Background: an optimization exercise with open tools, aiming at small area. Do not read the settings as production practice.
The RTL was checked by simulation tests, not by an equivalence proof against the original design.
Power is estimated from default activity; no workload was simulated.

==> run a: inputs <==
Design dmem_host_port, start of the top module:
module dmem_host_port #(
  parameter int DEPTH      = 256,
  parameter int MAX_CYCLES = 7000
) (
  input  logic        CLK,
  input  logic        RSTN,
  input  logic [15:0] dmem_addr,
  input  logic [15:0] dmem_wdata,
  input  logic        dmem_write,
  output logic [15:0] dmem_rdata,
  input  logic        load_req,
  input  logic        dump_req,
  input  logic        run_req,
  input  logic        halt_req,
  input  logic        host_wvalid,
  input  logic [15:0] host_wdata,
  output logic        host_wready,
  output logic        host_rvalid,
  output logic [15:0] host_rdata,
  input  logic        host_rready,
  output logic        start,
  output logic        stop,
  output logic [1:0]  state,
  output logic        err
);
==> module dhp_wcell, before the edit <==
module dhp_wcell (input logic we, input logic wen, input logic wd, input logic q,
                  output logic d);
  assign d = (we & wd) | (wen & q);
endmodule
==> module dhp_rsel3, before the edit <==
module dhp_rsel3 (input logic s0, input logic d0, input logic s1, input logic d1,
                  input logic s2, input logic d2, output logic y);
  assign y = ~((s0 & d0) | (s1 & d1) | (s2 & d2));
endmodule
==> module dhp_nand2, before the edit <==
module dhp_nand2 (input logic a, input logic b, output logic y);
  assign y = ~(a & b);
endmodule
==> module dhp_nor2, before the edit <==
module dhp_nor2 (input logic a, input logic b, output logic y);
  assign y = ~(a | b);
endmodule
==> module dhp_inv, before the edit <==
module dhp_inv (input logic a, output logic y);
  assign y = ~a;
endmodule
==> module dhp_rdbit, before the edit <==
module dhp_rdbit (input logic [255:0] sel, input logic [255:0] d, output logic y);
  logic [85:0] t;    
  for (genvar k = 0; k < 85; k++) begin : g_t
    dhp_rsel3 u_t (.s0(sel[3*k]), .d0(d[3*k]), .s1(sel[3*k+1]), .d1(d[3*k+1]),
                   .s2(sel[3*k+2]), .d2(d[3*k+2]), .y(t[k]));
  end
  dhp_nand2 u_t85 (.a(sel[255]), .b(d[255]), .y(t[85]));
  assign y = ~(&t);
endmodule
==> module dmem_host_port, before the edit <==
module dmem_host_port #(
  parameter int DEPTH      = 256,
  parameter int MAX_CYCLES = 7000
) (
  input  logic        CLK,
  input  logic        RSTN,
  input  logic [15:0] dmem_addr,
  input  logic [15:0] dmem_wdata,
  input  logic        dmem_write,
  output logic [15:0] dmem_rdata,
  input  logic        load_req,
  input  logic        dump_req,
  input  logic        run_req,
  input  logic        halt_req,
  input  logic        host_wvalid,
  input  logic [15:0] host_wdata,
  output logic        host_wready,
  output logic        host_rvalid,
  output logic [15:0] host_rdata,
  input  logic        host_rready,
  output logic        start,
  output logic        stop,
  output logic [1:0]  state,
  output logic        err
);
  localparam logic [1:0] S_IDLE = 2'd0, S_LOAD = 2'd1, S_RUN = 2'd2, S_DUMP = 2'd3;
  logic [1:0]  state_q, state_d;
  logic        start_q, stop_q, err_q;
  logic [12:0] c_q, c_d;
  logic        s_idle, s_load, s_run, s_dump;
  assign s_idle = (state_q == S_IDLE);
  assign s_load = (state_q == S_LOAD);
  assign s_run  = (state_q == S_RUN);
  assign s_dump = (state_q == S_DUMP);
  logic in_range;
  assign in_range = (dmem_addr[15:8] == 8'd0);
  logic last;       
  assign last = &c_q[7:0];
  logic wd_hit;     
  assign wd_hit = (c_q == 13'(MAX_CYCLES - 1));
  logic h_step;     
  assign h_step = (s_load & host_wvalid) | (s_dump & host_rready);
  always_comb begin
    state_d = state_q;
    unique case (state_q)
      S_IDLE: begin
        if (load_req)      state_d = S_LOAD;
        else if (dump_req) state_d = S_DUMP;
        else if (run_req)  state_d = S_RUN;
      end
      S_RUN:   if (halt_req || wd_hit) state_d = S_IDLE;
      default: if (h_step && last) state_d = S_IDLE;
    endcase
  end
  assign c_d = s_idle ? 13'd0 : (c_q + 13'((s_run | h_step) ? 1 : 0));
  always_ff @(posedge CLK or negedge RSTN) begin
    if (!RSTN) begin
      state_q <= S_IDLE;
      start_q <= 1'b0;
      stop_q  <= 1'b0;
      err_q   <= 1'b0;
    end else begin
      state_q <= state_d;
      start_q <= s_idle & ~load_req & ~dump_req & run_req;
      stop_q  <= s_run & (halt_req | wd_hit);
      err_q   <= err_q | (s_run & dmem_write & ~in_range);
    end
  end
  always_ff @(posedge CLK) c_q <= c_d;
  logic [7:0]  addr;
  logic [15:0] wdata;
  logic        we;
  assign addr  = s_run ? dmem_addr[7:0] : c_q[7:0];
  assign wdata = s_run ? dmem_wdata : host_wdata;
  assign we    = s_run ? (dmem_write & in_range) : (s_load & host_wvalid);
  logic [15:0] hi_n, hiw_n, lo_n;
  always_comb begin
    for (int i = 0; i < 16; i++) begin
      hi_n[i]  = ~(addr[7:4] == 4'(i));
      hiw_n[i] = ~((addr[7:4] == 4'(i)) & we);
      lo_n[i]  = ~(addr[3:0] == 4'(i));
    end
  end
  logic [255:0]  rsel, wsel, wsel_n;
  logic [4095:0] mem_q, mem_d;    
  for (genvar i = 0; i < 256; i++) begin : g_word
    dhp_nor2 u_rsel (.a(hi_n[i/16]),  .b(lo_n[i%16]), .y(rsel[i]));
    dhp_nor2 u_wsel (.a(hiw_n[i/16]), .b(lo_n[i%16]), .y(wsel[i]));
    dhp_inv  u_wseln (.a(wsel[i]), .y(wsel_n[i]));
    for (genvar b = 0; b < 16; b++) begin : g_bit
      dhp_wcell u_w (.we(wsel[i]), .wen(wsel_n[i]), .wd(wdata[b]), .q(mem_q[16*i+b]),
                     .d(mem_d[16*i+b]));
    end
  end
  always_ff @(posedge CLK) mem_q <= mem_d;
  logic [15:0] rd;
  for (genvar b = 0; b < 16; b++) begin : g_rd
    logic [255:0] col;
    for (genvar i = 0; i < 256; i++) begin : g_col
      assign col[i] = mem_q[16*i+b];
    end
    dhp_rdbit u_rd (.sel(rsel), .d(col), .y(rd[b]));
  end
  assign dmem_rdata  = in_range ? rd : 16'h0000;
  assign host_rdata  = rd;
  assign host_wready = s_load;
  assign host_rvalid = s_dump;
  assign start       = start_q;
  assign stop        = stop_q;
  assign state       = state_q;
  assign err         = err_q;
endmodule
Settings: LEC_CHECK=0, CAP_MARGIN=20, CORE_MARGIN=2, CORE_UTILIZATION=50, PLACE_DENSITY=0.6, SLEW_MARGIN=20, SYNTH_HIERARCHICAL=1, SYNTH_MINIMUM_KEEP_SIZE=0; clock period 12.0 ns.
run.sh (not shown) runs the stock make flow with config.mk's settings and CLKGATE_MAP_FILE= SYNTH_SCRIPT=/design/flow/synth_recipe.tcl, a recipe that flattens the netlist after the stock synthesis.
==> inputs of run b, as changes to run a <==
--- a/flow/design.v
+++ b/flow/design.v
@@ -1,28 +1,26 @@
-module dhp_wcell (input logic we, input logic wen, input logic wd, input logic q,
-                  output logic d);
+module dhp_wcell16 (input logic [15:0] we, input logic [15:0] wen, input logic [15:0] wd,
+                    input logic [15:0] q, output logic [15:0] d);
   assign d = (we & wd) | (wen & q);
 endmodule
-module dhp_rsel3 (input logic s0, input logic d0, input logic s1, input logic d1,
-                  input logic s2, input logic d2, output logic y);
+module dhp_rsel3x16 (input logic [15:0] s0, input logic [15:0] d0, input logic [15:0] s1,
+                     input logic [15:0] d1, input logic [15:0] s2, input logic [15:0] d2,
+                     output logic [15:0] y);
   assign y = ~((s0 & d0) | (s1 & d1) | (s2 & d2));
 endmodule
-module dhp_nand2 (input logic a, input logic b, output logic y);
+module dhp_rsel1x16 (input logic [15:0] s, input logic [15:0] d, output logic [15:0] y);
+  assign y = ~(s & d);
+endmodule
+module dhp_rtree (input logic [85:0] t, output logic y);
+  assign y = ~(&t);
+endmodule
+module dhp_and2x256 (input logic [255:0] a, input logic [255:0] b, output logic [255:0] y);
+  assign y = a & b;
+endmodule
+module dhp_nand2x256 (input logic [255:0] a, input logic [255:0] b, output logic [255:0] y);
   assign y = ~(a & b);
 endmodule
-module dhp_nor2 (input logic a, input logic b, output logic y);
-  assign y = ~(a | b);
-endmodule
-module dhp_inv (input logic a, output logic y);
+module dhp_invx256 (input logic [255:0] a, output logic [255:0] y);
   assign y = ~a;
-endmodule
-module dhp_rdbit (input logic [255:0] sel, input logic [255:0] d, output logic y);
-  logic [85:0] t;    
-  for (genvar k = 0; k < 85; k++) begin : g_t
-    dhp_rsel3 u_t (.s0(sel[3*k]), .d0(d[3*k]), .s1(sel[3*k+1]), .d1(d[3*k+1]),
-                   .s2(sel[3*k+2]), .d2(d[3*k+2]), .y(t[k]));
-  end
-  dhp_nand2 u_t85 (.a(sel[255]), .b(d[255]), .y(t[85]));
-  assign y = ~(&t);
 endmodule
 module dmem_host_port #(
   parameter int DEPTH      = 256,
@@ -99,33 +97,44 @@
   assign addr  = s_run ? dmem_addr[7:0] : c_q[7:0];
   assign wdata = s_run ? dmem_wdata : host_wdata;
   assign we    = s_run ? (dmem_write & in_range) : (s_load & host_wvalid);
-  logic [15:0] hi_n, hiw_n, lo_n;
+  logic [15:0] hi, hiw, lo;
   always_comb begin
     for (int i = 0; i < 16; i++) begin
-      hi_n[i]  = ~(addr[7:4] == 4'(i));
-      hiw_n[i] = ~((addr[7:4] == 4'(i)) & we);
-      lo_n[i]  = ~(addr[3:0] == 4'(i));
+      hi[i]  = (addr[7:4] == 4'(i));
+      hiw[i] = (addr[7:4] == 4'(i)) & we;
+      lo[i]  = (addr[3:0] == 4'(i));
     end
   end
+  logic [255:0]  hi_w, hiw_w, lo_w;
   logic [255:0]  rsel, wsel, wsel_n;
   logic [4095:0] mem_q, mem_d;    
+  for (genvar i = 0; i < 256; i++) begin : g_fan
+    assign hi_w[i]  = hi[i/16];
+    assign hiw_w[i] = hiw[i/16];
+    assign lo_w[i]  = lo[i%16];
+  end
+  dhp_and2x256  u_rsel  (.a(hi_w),  .b(lo_w), .y(rsel));
+  dhp_nand2x256 u_wseln (.a(hiw_w), .b(lo_w), .y(wsel_n));
+  dhp_invx256   u_wsel  (.a(wsel_n), .y(wsel));
   for (genvar i = 0; i < 256; i++) begin : g_word
-    dhp_nor2 u_rsel (.a(hi_n[i/16]),  .b(lo_n[i%16]), .y(rsel[i]));
-    dhp_nor2 u_wsel (.a(hiw_n[i/16]), .b(lo_n[i%16]), .y(wsel[i]));
-    dhp_inv  u_wseln (.a(wsel[i]), .y(wsel_n[i]));
-    for (genvar b = 0; b < 16; b++) begin : g_bit
-      dhp_wcell u_w (.we(wsel[i]), .wen(wsel_n[i]), .wd(wdata[b]), .q(mem_q[16*i+b]),
-                     .d(mem_d[16*i+b]));
-    end
+    dhp_wcell16 u_w (.we({16{wsel[i]}}), .wen({16{wsel_n[i]}}), .wd(wdata),
+                     .q(mem_q[16*i +: 16]), .d(mem_d[16*i +: 16]));
   end
   always_ff @(posedge CLK) mem_q <= mem_d;
+  logic [15:0] t [86];
+  for (genvar k = 0; k < 85; k++) begin : g_t
+    dhp_rsel3x16 u_t (.s0({16{rsel[3*k]}}),   .d0(mem_q[16*(3*k)   +: 16]),
+                      .s1({16{rsel[3*k+1]}}), .d1(mem_q[16*(3*k+1) +: 16]),
+                      .s2({16{rsel[3*k+2]}}), .d2(mem_q[16*(3*k+2) +: 16]), .y(t[k]));
+  end
+  dhp_rsel1x16 u_t85 (.s({16{rsel[255]}}), .d(mem_q[16*255 +: 16]), .y(t[85]));
   logic [15:0] rd;
   for (genvar b = 0; b < 16; b++) begin : g_rd
-    logic [255:0] col;
-    for (genvar i = 0; i < 256; i++) begin : g_col
-      assign col[i] = mem_q[16*i+b];
+    logic [85:0] tb_;
+    for (genvar k = 0; k < 86; k++) begin : g_k
+      assign tb_[k] = t[k][b];
     end
-    dhp_rdbit u_rd (.sel(rsel), .d(col), .y(rd[b]));
+    dhp_rtree u_rd (.t(tb_), .y(rd[b]));
   end
   assign dmem_rdata  = in_range ? rd : 16'h0000;
   assign host_rdata  = rd;
==> flow/flow/run.sh (new file) <==
#!/bin/bash
# Own flow: the standard layout (standard.sh, unchanged synthesis), with
#  - a clock tree of clkbuf_16 with sink clusters of up to 30 flip-flops within
#    70 um, buffers every 80 um on the upper tree, and no dummy loads,
#  - port buffers of the smallest buffer (every port still gets one).
set -euo pipefail
here=$(pwd)
bash standard.sh \
  "CTS_ARGS=-sink_clustering_enable -repair_clock_nets -dont_use_dummy_load -root_buf sky130_fd_sc_hd__clkbuf_16 -tree_buf sky130_fd_sc_hd__clkbuf_16 -buf_list sky130_fd_sc_hd__clkbuf_16 -sink_clustering_size 30 -sink_clustering_max_diameter 70 -distance_between_buffers 80" \
  "BUFFER_PORTS_ARGS=-buffer_cell sky130_fd_sc_hd__buf_1" \
  finish > "$here/standard_flow.log" 2>&1
==> flow/standard.sh (new file) <==
#!/bin/bash
# synth_recipe.tcl (not shown) runs the flow's synth.tcl, then flattens the netlist and writes it again
# the make line also repeats each setting of config.mk as NAME=value (left out here)
make -C /OpenROAD-flow-scripts/flow DESIGN_CONFIG=/design/flow/config.mk WORK_HOME=/design/flow/orfs CLKGATE_MAP_FILE= SYNTH_SCRIPT=/design/flow/synth_recipe.tcl "${@:-finish}"
Settings changed: CORE_UTILIZATION 50 to 80, PLACE_DENSITY 0.6 to 0.88.
removed: flow/run.sh
==> inputs of run c, as changes to run a <==
--- a/flow/design.v
+++ b/flow/design.v
@@ -1,28 +1,26 @@
-module dhp_wcell (input logic we, input logic wen, input logic wd, input logic q,
-                  output logic d);
+module dhp_wcell16 (input logic [15:0] we, input logic [15:0] wen, input logic [15:0] wd,
+                    input logic [15:0] q, output logic [15:0] d);
   assign d = (we & wd) | (wen & q);
 endmodule
-module dhp_rsel3 (input logic s0, input logic d0, input logic s1, input logic d1,
-                  input logic s2, input logic d2, output logic y);
+module dhp_rsel3x16 (input logic [15:0] s0, input logic [15:0] d0, input logic [15:0] s1,
+                     input logic [15:0] d1, input logic [15:0] s2, input logic [15:0] d2,
+                     output logic [15:0] y);
   assign y = ~((s0 & d0) | (s1 & d1) | (s2 & d2));
 endmodule
-module dhp_nand2 (input logic a, input logic b, output logic y);
+module dhp_rsel1x16 (input logic [15:0] s, input logic [15:0] d, output logic [15:0] y);
+  assign y = ~(s & d);
+endmodule
+module dhp_rtree (input logic [85:0] t, output logic y);
+  assign y = ~(&t);
+endmodule
+module dhp_and2x256 (input logic [255:0] a, input logic [255:0] b, output logic [255:0] y);
+  assign y = a & b;
+endmodule
+module dhp_nand2x256 (input logic [255:0] a, input logic [255:0] b, output logic [255:0] y);
   assign y = ~(a & b);
 endmodule
-module dhp_nor2 (input logic a, input logic b, output logic y);
-  assign y = ~(a | b);
-endmodule
-module dhp_inv (input logic a, output logic y);
+module dhp_invx256 (input logic [255:0] a, output logic [255:0] y);
   assign y = ~a;
-endmodule
-module dhp_rdbit (input logic [255:0] sel, input logic [255:0] d, output logic y);
-  logic [85:0] t;    
-  for (genvar k = 0; k < 85; k++) begin : g_t
-    dhp_rsel3 u_t (.s0(sel[3*k]), .d0(d[3*k]), .s1(sel[3*k+1]), .d1(d[3*k+1]),
-                   .s2(sel[3*k+2]), .d2(d[3*k+2]), .y(t[k]));
-  end
-  dhp_nand2 u_t85 (.a(sel[255]), .b(d[255]), .y(t[85]));
-  assign y = ~(&t);
 endmodule
 module dmem_host_port #(
   parameter int DEPTH      = 256,
@@ -99,33 +97,44 @@
   assign addr  = s_run ? dmem_addr[7:0] : c_q[7:0];
   assign wdata = s_run ? dmem_wdata : host_wdata;
   assign we    = s_run ? (dmem_write & in_range) : (s_load & host_wvalid);
-  logic [15:0] hi_n, hiw_n, lo_n;
+  logic [15:0] hi, hiw, lo;
   always_comb begin
     for (int i = 0; i < 16; i++) begin
-      hi_n[i]  = ~(addr[7:4] == 4'(i));
-      hiw_n[i] = ~((addr[7:4] == 4'(i)) & we);
-      lo_n[i]  = ~(addr[3:0] == 4'(i));
+      hi[i]  = (addr[7:4] == 4'(i));
+      hiw[i] = (addr[7:4] == 4'(i)) & we;
+      lo[i]  = (addr[3:0] == 4'(i));
     end
   end
+  logic [255:0]  hi_w, hiw_w, lo_w;
   logic [255:0]  rsel, wsel, wsel_n;
   logic [4095:0] mem_q, mem_d;    
+  for (genvar i = 0; i < 256; i++) begin : g_fan
+    assign hi_w[i]  = hi[i/16];
+    assign hiw_w[i] = hiw[i/16];
+    assign lo_w[i]  = lo[i%16];
+  end
+  dhp_and2x256  u_rsel  (.a(hi_w),  .b(lo_w), .y(rsel));
+  dhp_nand2x256 u_wseln (.a(hiw_w), .b(lo_w), .y(wsel_n));
+  dhp_invx256   u_wsel  (.a(wsel_n), .y(wsel));
   for (genvar i = 0; i < 256; i++) begin : g_word
-    dhp_nor2 u_rsel (.a(hi_n[i/16]),  .b(lo_n[i%16]), .y(rsel[i]));
-    dhp_nor2 u_wsel (.a(hiw_n[i/16]), .b(lo_n[i%16]), .y(wsel[i]));
-    dhp_inv  u_wseln (.a(wsel[i]), .y(wsel_n[i]));
-    for (genvar b = 0; b < 16; b++) begin : g_bit
-      dhp_wcell u_w (.we(wsel[i]), .wen(wsel_n[i]), .wd(wdata[b]), .q(mem_q[16*i+b]),
-                     .d(mem_d[16*i+b]));
-    end
+    dhp_wcell16 u_w (.we({16{wsel[i]}}), .wen({16{wsel_n[i]}}), .wd(wdata),
+                     .q(mem_q[16*i +: 16]), .d(mem_d[16*i +: 16]));
   end
   always_ff @(posedge CLK) mem_q <= mem_d;
+  logic [15:0] t [86];
+  for (genvar k = 0; k < 85; k++) begin : g_t
+    dhp_rsel3x16 u_t (.s0({16{rsel[3*k]}}),   .d0(mem_q[16*(3*k)   +: 16]),
+                      .s1({16{rsel[3*k+1]}}), .d1(mem_q[16*(3*k+1) +: 16]),
+                      .s2({16{rsel[3*k+2]}}), .d2(mem_q[16*(3*k+2) +: 16]), .y(t[k]));
+  end
+  dhp_rsel1x16 u_t85 (.s({16{rsel[255]}}), .d(mem_q[16*255 +: 16]), .y(t[85]));
   logic [15:0] rd;
   for (genvar b = 0; b < 16; b++) begin : g_rd
-    logic [255:0] col;
-    for (genvar i = 0; i < 256; i++) begin : g_col
-      assign col[i] = mem_q[16*i+b];
+    logic [85:0] tb_;
+    for (genvar k = 0; k < 86; k++) begin : g_k
+      assign tb_[k] = t[k][b];
     end
-    dhp_rdbit u_rd (.sel(rsel), .d(col), .y(rd[b]));
+    dhp_rtree u_rd (.t(tb_), .y(rd[b]));
   end
   assign dmem_rdata  = in_range ? rd : 16'h0000;
   assign host_rdata  = rd;
==> flow/flow/run.sh (new file) <==
#!/bin/bash
# Own flow: the standard layout (standard.sh, unchanged synthesis), with
#  - a clock tree of clkbuf_16 with sink clusters of up to 30 flip-flops within
#    70 um, buffers every 80 um on the upper tree, and no dummy loads,
#  - port buffers of the smallest buffer (every port still gets one).
set -euo pipefail
here=$(pwd)
bash standard.sh \
  "CTS_ARGS=-sink_clustering_enable -repair_clock_nets -dont_use_dummy_load -root_buf sky130_fd_sc_hd__clkbuf_16 -tree_buf sky130_fd_sc_hd__clkbuf_16 -buf_list sky130_fd_sc_hd__clkbuf_16 -sink_clustering_size 30 -sink_clustering_max_diameter 70 -distance_between_buffers 80" \
  "BUFFER_PORTS_ARGS=-buffer_cell sky130_fd_sc_hd__buf_1" \
  finish > "$here/standard_flow.log" 2>&1
==> flow/standard.sh (new file) <==
#!/bin/bash
# synth_recipe.tcl (not shown) runs the flow's synth.tcl, then flattens the netlist and writes it again
# the make line also repeats each setting of config.mk as NAME=value (left out here)
make -C /OpenROAD-flow-scripts/flow DESIGN_CONFIG=/design/flow/config.mk WORK_HOME=/design/flow/orfs CLKGATE_MAP_FILE= SYNTH_SCRIPT=/design/flow/synth_recipe.tcl "${@:-finish}"
Settings changed: CORE_UTILIZATION 50 to 70, PLACE_DENSITY 0.6 to 0.8.
removed: flow/run.sh
==> comparison table <==
Result of the run: run c finished clean; run a finished clean; run b finished clean
Post-route total power: run c 26.4 mW; run a 32.0 mW; run b 26.4 mW
Endpoint of the lowest-slack register-to-register path: run c mem_q[1475]; run a mem_q[3525]; run b mem_q[1649]
Met1 track utilization from global routing: run c 0.629; run a 0.512; run b 0.706
DP Worst Slack: run c 1.40 ns; run a 0.437 ns; run b 1.39 ns
Antenna diodes: run c 24; run a 18; run b 48
Rel. slew slack: run c 0.172; run a 0.111; run b 0.0646
Core area: run c 0.198 mm2; run a 0.277 mm2; run b 0.174 mm2
Initial Util: run c 0.706; run a 0.503; run b 0.804
Combinational fraction of design power: run c 0.136; run a 0.119; run b 0.140
Static power due to leakage: run c 57.7 nW; run a 61.6 nW; run b 57.7 nW
Maximum level of the CTS H-tree: run c 4; run a 5; run b 4
Count of clock buffers in the final design: run c 185; run a 623; run b 178
Multi-input logic portion of the cell area: run c 0.378; run a 0.344; run b 0.379
Portion of netlist area occupied by mux cells: run c 0.0000717; run a 0.0000719; run b 0.0000717
Combinational group power: run c 3.59 mW; run a 3.81 mW; run b 3.69 mW
End of the worst hold path: run c mem_q[268]; run a mem_q[3820]; run b mem_q[90]

==> separate check: timing with driven ports <==
The flow's constraints put no driver on any port. The routed layouts listed below were extracted and timed again, unchanged, in two steps. Step 1 (the two cells are an assumption about what drives the block):
set clk [get_ports {CLK}]
set_driving_cell -lib_cell sky130_fd_sc_hd__clkbuf_16 $clk
set_driving_cell -lib_cell sky130_fd_sc_hd__buf_2 [delete_from_list [all_inputs] $clk]
Step 2 adds t to the input delays and takes it off the output delays; t is the mean of the earliest and latest rising clock arrival at the registers after step 1. Input paths then give back, and output paths get back, about the clock's delay inside the block. Three values: ideal ports, drivers, drivers and shift; two values: the first two.
run	t, ns	setup WS [ns]	worst register clock-pin slew, ns
run a	1.073	0.662 / 0.634 / 0.634	0.07 / 0.07
run b	1.081	0.318 / 0.246 / 0.292	0.12 / 0.12
run c	1.072	1.058 / 1.033 / 1.033	0.12 / 0.12
After both steps every run listed still meets setup and hold. The setup slack of run a, which loses most, moves by -0.028 ns with the drivers and by -0.028 ns with both steps.
